What follows belongs to an exercise in optimizing a design on an open flow for small area, a short achievable clock period and few clock cycles per item; a production flow would make more cautious choices. At most, simulation tests tie the RTL to the original design; equivalence was not proved. Power is estimated from default activity; no workload was simulated.

==> flow/design.v (excerpt) <==
module trit_dma_top (
    input  wire                       i_clk,
    input  wire                       i_arst,
    output logic                      o_finish_int,
    input  wire                       i_slave_write,
    input  wire                       i_slave_read,
    input  trit_dma_pkg::saddr_t      i_slave_address,
    input  trit_dma_pkg::sword_t      i_slave_writedata,
    input  wire [32/8-1:0]   i_slave_byteenable,
    output trit_dma_pkg::sword_t      o_slave_readdata,
    output logic                      o_slave_waitrequest,
    output logic                      o_slave_readdatavalid,
    output trit_dma_pkg::maddr_t      o_master_address,
    output logic                      o_master_read,
    output logic                      o_master_write,
    output trit_dma_pkg::mword_t      o_master_writedata,
    output logic [16-1:0]      o_master_byteenable,
    input  wire                       i_master_waitrequest,
    input  trit_dma_pkg::mword_t      i_master_readdata,
    input  wire                       i_master_readdatavalid
);
export LEC_CHECK = 0
export CAP_MARGIN = 20
export CORE_MARGIN = 2
export CORE_UTILIZATION = 65
export CTS_CLUSTER_DIAMETER = 100
export CTS_CLUSTER_SIZE = 25
export SETUP_SLACK_MARGIN = 2.0
export SLEW_MARGIN = 20
export SYNTH_HIERARCHICAL = 1
export TNS_END_PERCENT = 0
create_clock -name core_clock -period 5.0 [get_ports {i_clk}]
standard.sh (not shown) runs the stock make flow with config.mk's settings and CLKGATE_MAP_FILE= SYNTH_SCRIPT=/design/flow/synth_recipe.tcl, a recipe that flattens the netlist after the stock synthesis.
==> flow/flow/run.sh <==
#!/bin/bash
set -euo pipefail
cd "$(dirname "$0")/.."
bash standard.sh BUFFER_PORTS_ARGS="-buffer_cell sky130_fd_sc_hd__buf_1" finish > standard_flow.log 2>&1
Then changed:
--- a/flow/design.v
+++ b/flow/design.v
@@ -11,47 +11,24 @@
         IDLE,
         LOAD,
         STORE,
         DONE
     } seq_state_t;
 endpackage
 `default_nettype wire
 `timescale 1ns/1ps
 `default_nettype none
-module addr_hi_inc (
+module read_master (
     input  wire [28-4:0] i_base,
     input  wire                   i_carry,
     output logic [28-4:0] o_addr
 );
     assign o_addr = i_base + (28-3)'(i_carry);
-endmodule
-`default_nettype wire
-`timescale 1ns/1ps
-`default_nettype none
-module readback_lane (
-    input  wire [3-1:0] i_addr,
-    input  wire [7:0]             i_op,
-    input  wire [7:0]             i_src,
-    input  wire [7:0]             i_dst,
-    input  wire [7:0]             i_tick_lo,
-    input  wire [7:0]             i_tick_hi,
-    output logic [7:0]            o_bit
-);
-    always_comb begin
-        case (i_addr)
-            3'd0:      o_bit = i_op;
-            3'd1:     o_bit = i_src;
-            3'd2:     o_bit = i_dst;
-            3'd3: o_bit = i_tick_lo;
-            3'd4: o_bit = i_tick_hi;
-            default:         o_bit = 8'd0;
-        endcase
-    end
 endmodule
 `default_nettype wire
 `timescale 1ns/1ps
 `default_nettype none
 module trit_dma_top (
     input  wire                       i_clk,
     input  wire                       i_arst,
     output logic                      o_finish_int,
     input  wire                       i_slave_write,
@@ -103,26 +80,27 @@
     always_ff @(posedge i_clk or posedge i_arst) begin
         if (i_arst) begin
             tick_cnt <= '0;
         end else if (first) begin
             tick_cnt <= '0;
         end else if (busy) begin
             tick_cnt <= tick_cnt + 1'b1;
         end
     end
-    logic [32-1:0] op_word;
-    assign op_word = {30'd0, busy, finish};
-    for (genvar i = 0; i < 32/8; i++) begin : g_rd
-        readback_lane rd_lane_i (
-            .i_addr(i_slave_address), .i_op(op_word[8*i +: 8]), .i_src(src_reg[8*i +: 8]),
-            .i_dst(dst_reg[8*i +: 8]), .i_tick_lo(tick_cnt[8*i +: 8]),
-            .i_tick_hi(tick_cnt[32+8*i +: 8]), .o_bit(o_slave_readdata[8*i +: 8])
-        );
+    always_comb begin
+        case (i_slave_address)
+            3'd0:      o_slave_readdata = {30'd0, busy, finish};
+            3'd1:     o_slave_readdata = src_reg;
+            3'd2:     o_slave_readdata = dst_reg;
+            3'd3: o_slave_readdata = tick_cnt[31:0];
+            3'd4: o_slave_readdata = tick_cnt[63:32];
+            default:         o_slave_readdata = '0;
+        endcase
     end
     logic [2:0]       rd_idx;     
     logic [2:0]       wr_idx;     
     logic [1:0]       avail;      
     logic [1:0]       cred;       
     logic             rd_q;
     logic             wr_q;
     logic             rd_acc;
     logic             wr_acc;
@@ -138,20 +116,20 @@
     logic                 addr_cy;    
     logic [28-4:0] addr_hi_src;
     logic [28-4:0] addr_hi_dst;
     assign o_master_read       = rd_q;
     assign o_master_write      = wr_q;
     assign rd_acc              = rd_q && !i_master_waitrequest;
     assign wr_acc              = wr_q && !i_master_waitrequest;
     assign last_wr             = wr_acc && (wr_idx == 3'(LASTW));
     assign o_master_byteenable = {16{1'b1}};
-    addr_hi_inc src_hi_i (.i_base(src_reg[28-1:3]), .i_carry(addr_cy), .o_addr(addr_hi_src));
-    addr_hi_inc dst_hi_i (.i_base(dst_reg[28-1:3]), .i_carry(addr_cy), .o_addr(addr_hi_dst));
+    read_master src_hi_i (.i_base(src_reg[28-1:3]), .i_carry(addr_cy), .o_addr(addr_hi_src));
+    read_master dst_hi_i (.i_base(dst_reg[28-1:3]), .i_carry(addr_cy), .o_addr(addr_hi_dst));
     assign o_master_address    = {wr_q ? addr_hi_dst : addr_hi_src, addr_lo};
     assign rd_idx_n = rd_idx + 3'(rd_acc);
     assign wr_idx_n = wr_idx + 3'(wr_acc);
     assign avail_n  = avail + 2'(i_master_readdatavalid) - 2'(wr_acc);
     assign cred_n   = cred - 2'(rd_acc) + 2'(wr_acc);
     assign room_n   = (rd_idx_n != 3'(LASTW + 1)) && (cred_n != 2'd0);
     assign rd_n     = (rd_q && i_master_waitrequest) ||
                       (!(wr_q && i_master_waitrequest) && room_n);
     assign wr_n     = (wr_q && i_master_waitrequest) ||
Effect: Fmax is about the same. Die area fell by 4.6%. First-iteration DRC count rose by 20%. Worst hold slack loses 4.0 ps. Via count fell by 4.8%. Power fell by 0.83%. Sequential cell count does not change.
Testbench counts after the change, summed over its fixed seeds: cycles 5,654, transfers 320.
For the first run of this note, only the layout was checked, not whether the RTL still works.

========
The RTL this note starts from:
==> flow/design.v <==
`default_nettype none
package trit_dma_pkg;
    typedef logic [128-1:0] mword_t;
    typedef logic [28-1:0] maddr_t;
    typedef logic [32-1:0] sword_t;
    typedef logic [3-1:0] saddr_t;
    typedef logic [1:0] trit_t;
    typedef logic [2*27-1:0] trit_row_t;
    typedef logic [63:0] tick_t;
    typedef enum logic [1:0] {
        IDLE,
        LOAD,
        STORE,
        DONE
    } seq_state_t;
endpackage
`default_nettype wire
`timescale 1ns/1ps
`default_nettype none
module read_master (
    input  wire [28-4:0] i_base,
    input  wire                   i_carry,
    output logic [28-4:0] o_addr
);
    assign o_addr = i_base + (28-3)'(i_carry);
endmodule
`default_nettype wire
`timescale 1ns/1ps
`default_nettype none
module trit_dma_top (
    input  wire                       i_clk,
    input  wire                       i_arst,
    output logic                      o_finish_int,
    input  wire                       i_slave_write,
    input  wire                       i_slave_read,
    input  trit_dma_pkg::saddr_t      i_slave_address,
    input  trit_dma_pkg::sword_t      i_slave_writedata,
    input  wire [32/8-1:0]   i_slave_byteenable,
    output trit_dma_pkg::sword_t      o_slave_readdata,
    output logic                      o_slave_waitrequest,
    output logic                      o_slave_readdatavalid,
    output trit_dma_pkg::maddr_t      o_master_address,
    output logic                      o_master_read,
    output logic                      o_master_write,
    output trit_dma_pkg::mword_t      o_master_writedata,
    output logic [16-1:0]      o_master_byteenable,
    input  wire                       i_master_waitrequest,
    input  trit_dma_pkg::mword_t      i_master_readdata,
    input  wire                       i_master_readdatavalid
);
    localparam int DEPTH = 2;           
    localparam int PTR_W = (DEPTH > 1) ? $clog2(DEPTH) : 1;
    localparam int NB    = 16;
    localparam int LASTW = 6 - 1;
    trit_dma_pkg::sword_t src_reg;
    trit_dma_pkg::sword_t dst_reg;
    trit_dma_pkg::tick_t  tick_cnt;
    logic                 busy;
    logic                 finish;
    logic                 first;      
    logic                 start;
    assign o_slave_waitrequest   = 1'b0;
    assign o_slave_readdatavalid = i_slave_read;
    assign o_finish_int          = finish;
    assign start = i_slave_write && (i_slave_address == 3'd0) &&
                   i_slave_byteenable[0] && i_slave_writedata[1];
    always_ff @(posedge i_clk or posedge i_arst) begin
        if (i_arst) begin
            src_reg <= '0;
            dst_reg <= '0;
        end else if (i_slave_write) begin
            for (int i = 0; i < 32/8; i++) begin
                if (i_slave_byteenable[i]) begin
                    if (i_slave_address == 3'd1) src_reg[8*i +: 8] <= i_slave_writedata[8*i +: 8];
                    if (i_slave_address == 3'd2) dst_reg[8*i +: 8] <= i_slave_writedata[8*i +: 8];
                end
            end
        end
    end
    always_ff @(posedge i_clk or posedge i_arst) begin
        if (i_arst) begin
            tick_cnt <= '0;
        end else if (first) begin
            tick_cnt <= '0;
        end else if (busy) begin
            tick_cnt <= tick_cnt + 1'b1;
        end
    end
    always_comb begin
        case (i_slave_address)
            3'd0:      o_slave_readdata = {30'd0, busy, finish};
            3'd1:     o_slave_readdata = src_reg;
            3'd2:     o_slave_readdata = dst_reg;
            3'd3: o_slave_readdata = tick_cnt[31:0];
            3'd4: o_slave_readdata = tick_cnt[63:32];
            default:         o_slave_readdata = '0;
        endcase
    end
    logic [2:0]       rd_idx;     
    logic [2:0]       wr_idx;     
    logic [1:0]       avail;      
    logic [1:0]       cred;       
    logic             rd_q;
    logic             wr_q;
    logic             rd_acc;
    logic             wr_acc;
    logic             last_wr;
    logic [2:0]       rd_idx_n;
    logic [2:0]       wr_idx_n;
    logic [1:0]       avail_n;
    logic [1:0]       cred_n;
    logic             room_n;
    logic             rd_n;
    logic             wr_n;
    logic             byp;        
    logic             byp_ok;     
    logic             wr_cur;     
    logic             addr_wr;    
    logic [2:0]           addr_lo;    
    logic                 addr_cy;    
    logic [28-4:0] addr_hi_src;
    logic [28-4:0] addr_hi_dst;
    assign o_master_read       = rd_q;
    assign byp                 = byp_ok && i_master_readdatavalid;
    assign wr_cur              = wr_q || byp;
    assign o_master_write      = wr_cur;
    assign rd_acc              = rd_q && !i_master_waitrequest;
    assign wr_acc              = wr_cur && !i_master_waitrequest;
    assign last_wr             = wr_acc && (wr_idx == 3'(LASTW));
    assign o_master_byteenable = {16{1'b1}};
    assign addr_hi_src         = addr_wr ? dst_reg[28-1:3] : src_reg[28-1:3];
    read_master hi_i (.i_base(addr_hi_src), .i_carry(addr_cy), .o_addr(addr_hi_dst));
    assign o_master_address    = {addr_hi_dst, addr_lo};
    assign rd_idx_n = rd_idx + 3'(rd_acc);
    assign wr_idx_n = wr_idx + 3'(wr_acc);
    assign avail_n  = avail + 2'(i_master_readdatavalid) - 2'(wr_acc);
    assign cred_n   = cred - 2'(rd_acc) + 2'(wr_acc);
    assign room_n   = (rd_idx_n != 3'(LASTW + 1)) && (cred_n != 2'd0);
    assign rd_n     = (rd_q && i_master_waitrequest) ||
                      (!(wr_cur && i_master_waitrequest) && room_n);
    assign wr_n     = (wr_cur && i_master_waitrequest) ||
                      (!(rd_q && i_master_waitrequest) && !room_n && (avail_n != 2'd0));
    always_ff @(posedge i_clk) begin
        addr_wr <= !start && !rd_n;
        if (start) begin
            {addr_cy, addr_lo} <= {1'b0, src_reg[2:0]};
        end else if (!rd_n) begin
            {addr_cy, addr_lo} <= {1'b0, dst_reg[2:0]} + {1'b0, wr_idx_n};
        end else begin
            {addr_cy, addr_lo} <= {1'b0, src_reg[2:0]} + {1'b0, rd_idx_n};
        end
    end
    always_ff @(posedge i_clk or posedge i_arst) begin
        if (i_arst) begin
            busy   <= 1'b0;
            finish <= 1'b0;
            first  <= 1'b0;
            rd_q   <= 1'b0;
            wr_q   <= 1'b0;
            rd_idx <= '0;
            wr_idx <= '0;
            avail  <= '0;
            cred   <= '0;
            byp_ok <= 1'b0;
        end else begin
            first <= start;
            if (start) begin
                busy   <= 1'b1;
                finish <= 1'b0;
                rd_q   <= 1'b1;
                wr_q   <= 1'b0;
                rd_idx <= '0;
                wr_idx <= '0;
                avail  <= '0;
                cred   <= 2'(DEPTH);
                byp_ok <= 1'b0;
            end else begin
                rd_idx <= rd_idx_n;
                wr_idx <= wr_idx_n;
                avail  <= avail_n;
                cred   <= cred_n;
                byp_ok <= busy && !last_wr && !rd_n && !wr_n && (avail_n == 2'd0);
                if (last_wr) begin
                    busy   <= 1'b0;
                    finish <= 1'b1;
                    rd_q   <= 1'b0;
                    wr_q   <= 1'b0;
                end else if (busy) begin
                    rd_q <= rd_n;
                    wr_q <= wr_n;
                end
            end
        end
    end
    logic [2*NB-1:0]  buf_q [DEPTH];
    logic [DEPTH-1:0] rx_sel;     
    logic [DEPTH-1:0] wr_sel;     
    logic             tail_ok;    
    always_ff @(posedge i_clk or posedge i_arst) begin
        if (i_arst) begin
            rx_sel  <= DEPTH'(1);
            wr_sel  <= DEPTH'(1);
            tail_ok <= 1'b1;
        end else if (start) begin
            rx_sel  <= DEPTH'(1);
            wr_sel  <= DEPTH'(1);
            tail_ok <= 1'b1;
        end else begin
            if (i_master_readdatavalid) rx_sel <= {rx_sel[DEPTH-2:0], rx_sel[DEPTH-1]};
            if (wr_acc) begin
                wr_sel  <= {wr_sel[DEPTH-2:0], wr_sel[DEPTH-1]};
                tail_ok <= (wr_idx != 3'(LASTW - 1));
            end
        end
    end
    always_ff @(posedge i_clk) begin
        for (int e = 0; e < DEPTH; e++) begin
            if (i_master_readdatavalid && rx_sel[e]) begin
                for (int j = 0; j < NB; j++) buf_q[e][2*j +: 2] <= i_master_readdata[8*j +: 2];
            end
        end
    end
    always_comb begin
        logic [1:0] t;
        for (int j = 0; j < NB; j++) begin
            t = '0;
            for (int e = 0; e < DEPTH; e++) begin
                if (wr_sel[e] && (j == 0 || e != (LASTW % DEPTH) || tail_ok)) t = t | buf_q[e][2*j +: 2];
            end
            if (byp_ok) t = (j == 0 || tail_ok) ? i_master_readdata[8*j +: 2] : 2'b00;
            o_master_writedata[8*j +: 8] = {{6{t[1]}}, t};
        end
    end
endmodule
`default_nettype wire
==> flow/config.mk <==
export PLATFORM = sky130hd
export DESIGN_NAME = trit_dma_top
export DESIGN_NICKNAME = trit_dma_top
export VERILOG_FILES = /design/flow/design.v
export SDC_FILE = /design/flow/constraint.sdc
export NUM_CORES = 4
export LEC_CHECK = 0
export CAP_MARGIN = 20
export CORE_MARGIN = 2
export CORE_UTILIZATION = 65
export CTS_CLUSTER_DIAMETER = 100
export CTS_CLUSTER_SIZE = 25
export SETUP_SLACK_MARGIN = 2.0
export SLEW_MARGIN = 20
export SYNTH_HIERARCHICAL = 1
export TNS_END_PERCENT = 0
==> flow/constraint.sdc <==
create_clock -name core_clock -period 5.0 [get_ports {i_clk}]
set_input_delay 1.0000 -clock core_clock [delete_from_list [all_inputs] [get_ports {i_clk}]]
set_output_delay 1.0000 -clock core_clock [all_outputs]
set_load 0.01 [all_outputs]
Scripts as last shown in full above: flow/flow/run.sh
The starting point finished clean.
Testbench counts at the start, summed over its fixed seeds: cycles 5,659, transfers 320.
Rerun with:
--- a/flow/design.v
+++ b/flow/design.v
@@ -81,7 +81,7 @@
         if (i_arst) begin
             tick_cnt <= '0;
-        end else if (first) begin
+        end else if (start) begin
             tick_cnt <= '0;
-        end else if (busy) begin
+        end else if (busy && !first) begin
             tick_cnt <= tick_cnt + 1'b1;
         end
@@ -119,6 +119,6 @@
     logic [2:0]           addr_lo;    
     logic                 addr_cy;    
-    logic [28-4:0] addr_hi_src;
-    logic [28-4:0] addr_hi_dst;
+    logic [28-4:0] addr_hi_base;   
+    logic [28-4:0] addr_hi;        
     assign o_master_read       = rd_q;
     assign byp                 = byp_ok && i_master_readdatavalid;
@@ -129,7 +129,7 @@
     assign last_wr             = wr_acc && (wr_idx == 3'(LASTW));
     assign o_master_byteenable = {16{1'b1}};
-    assign addr_hi_src         = addr_wr ? dst_reg[28-1:3] : src_reg[28-1:3];
-    read_master hi_i (.i_base(addr_hi_src), .i_carry(addr_cy), .o_addr(addr_hi_dst));
-    assign o_master_address    = {addr_hi_dst, addr_lo};
+    assign addr_hi_base        = addr_wr ? dst_reg[28-1:3] : src_reg[28-1:3];
+    read_master hi_i (.i_base(addr_hi_base), .i_carry(addr_cy), .o_addr(addr_hi));
+    assign o_master_address    = {addr_hi, addr_lo};
     assign rd_idx_n = rd_idx + 3'(rd_acc);
     assign wr_idx_n = wr_idx + 3'(wr_acc);
Outcome: Non-clock buffer count rises by 1. Core utilization rises by 0.50 points. Total power rises by 2.1%. Count of clock-buffer cells in the layout falls by 1. Hold slack hardly moves. Die area barely changes. Sequential share of layout area falls by 0.31 points. Setup slack loses 0.10 ns. Clock power stays flat. Routed wire length rises by 2.6%. First-iteration DRC count falls by 19%. Flip-flop and latch count is unchanged. Combinational power falls by about 3%. Final area rises by 0.68%.
For the second run of this note, only the layout was checked, not whether the RTL still works.

-- port drivers added, routing unchanged --
No port has a modelled driver above. Below, the same layouts with a new extraction and two added sets of constraints.
Step 1, drivers: a clkbuf_16 drives i_clk and a buf_2 each remaining input, both assumed.
Step 2 also shifts input and output timing later by t, the mid clock arrival at the registers, as if the neighbouring blocks saw the same clock.
Three values: ideal ports, drivers, drivers and shift; two values: the first two.
| run | t (ns) | setup slack, ns | hold WS [ns] | clock arrival spread, ns | pins driven straight from the clock port |
|---|---|---|---|---|---|
| the first run of note 1 | 0.529 | 1.686 / 1.640 / 1.632 | 0.522 / 0.522 / 0.522 | 0.028 / 0.028 | 1 |
| the second run of note 1 | 0.532 | 1.678 / 1.629 / 1.651 | 0.518 / 0.518 / 0.518 | 0.016 / 0.016 | 1 |
| the first run of note 2 | 0.509 | 1.730 / 1.684 / 1.366 | 0.518 / 0.518 / 0.518 | 0.024 / 0.024 | 1 |
| the second run of note 2 | 0.517 | 1.625 / 1.578 / 1.346 | 0.518 / 0.518 / 0.518 | 0.016 / 0.016 | 1 |
After both steps every run listed still meets setup and hold. For the first run of note 2, which loses most, drivers alone change the setup slack by -0.046 ns; drivers and shift together by -0.364 ns.
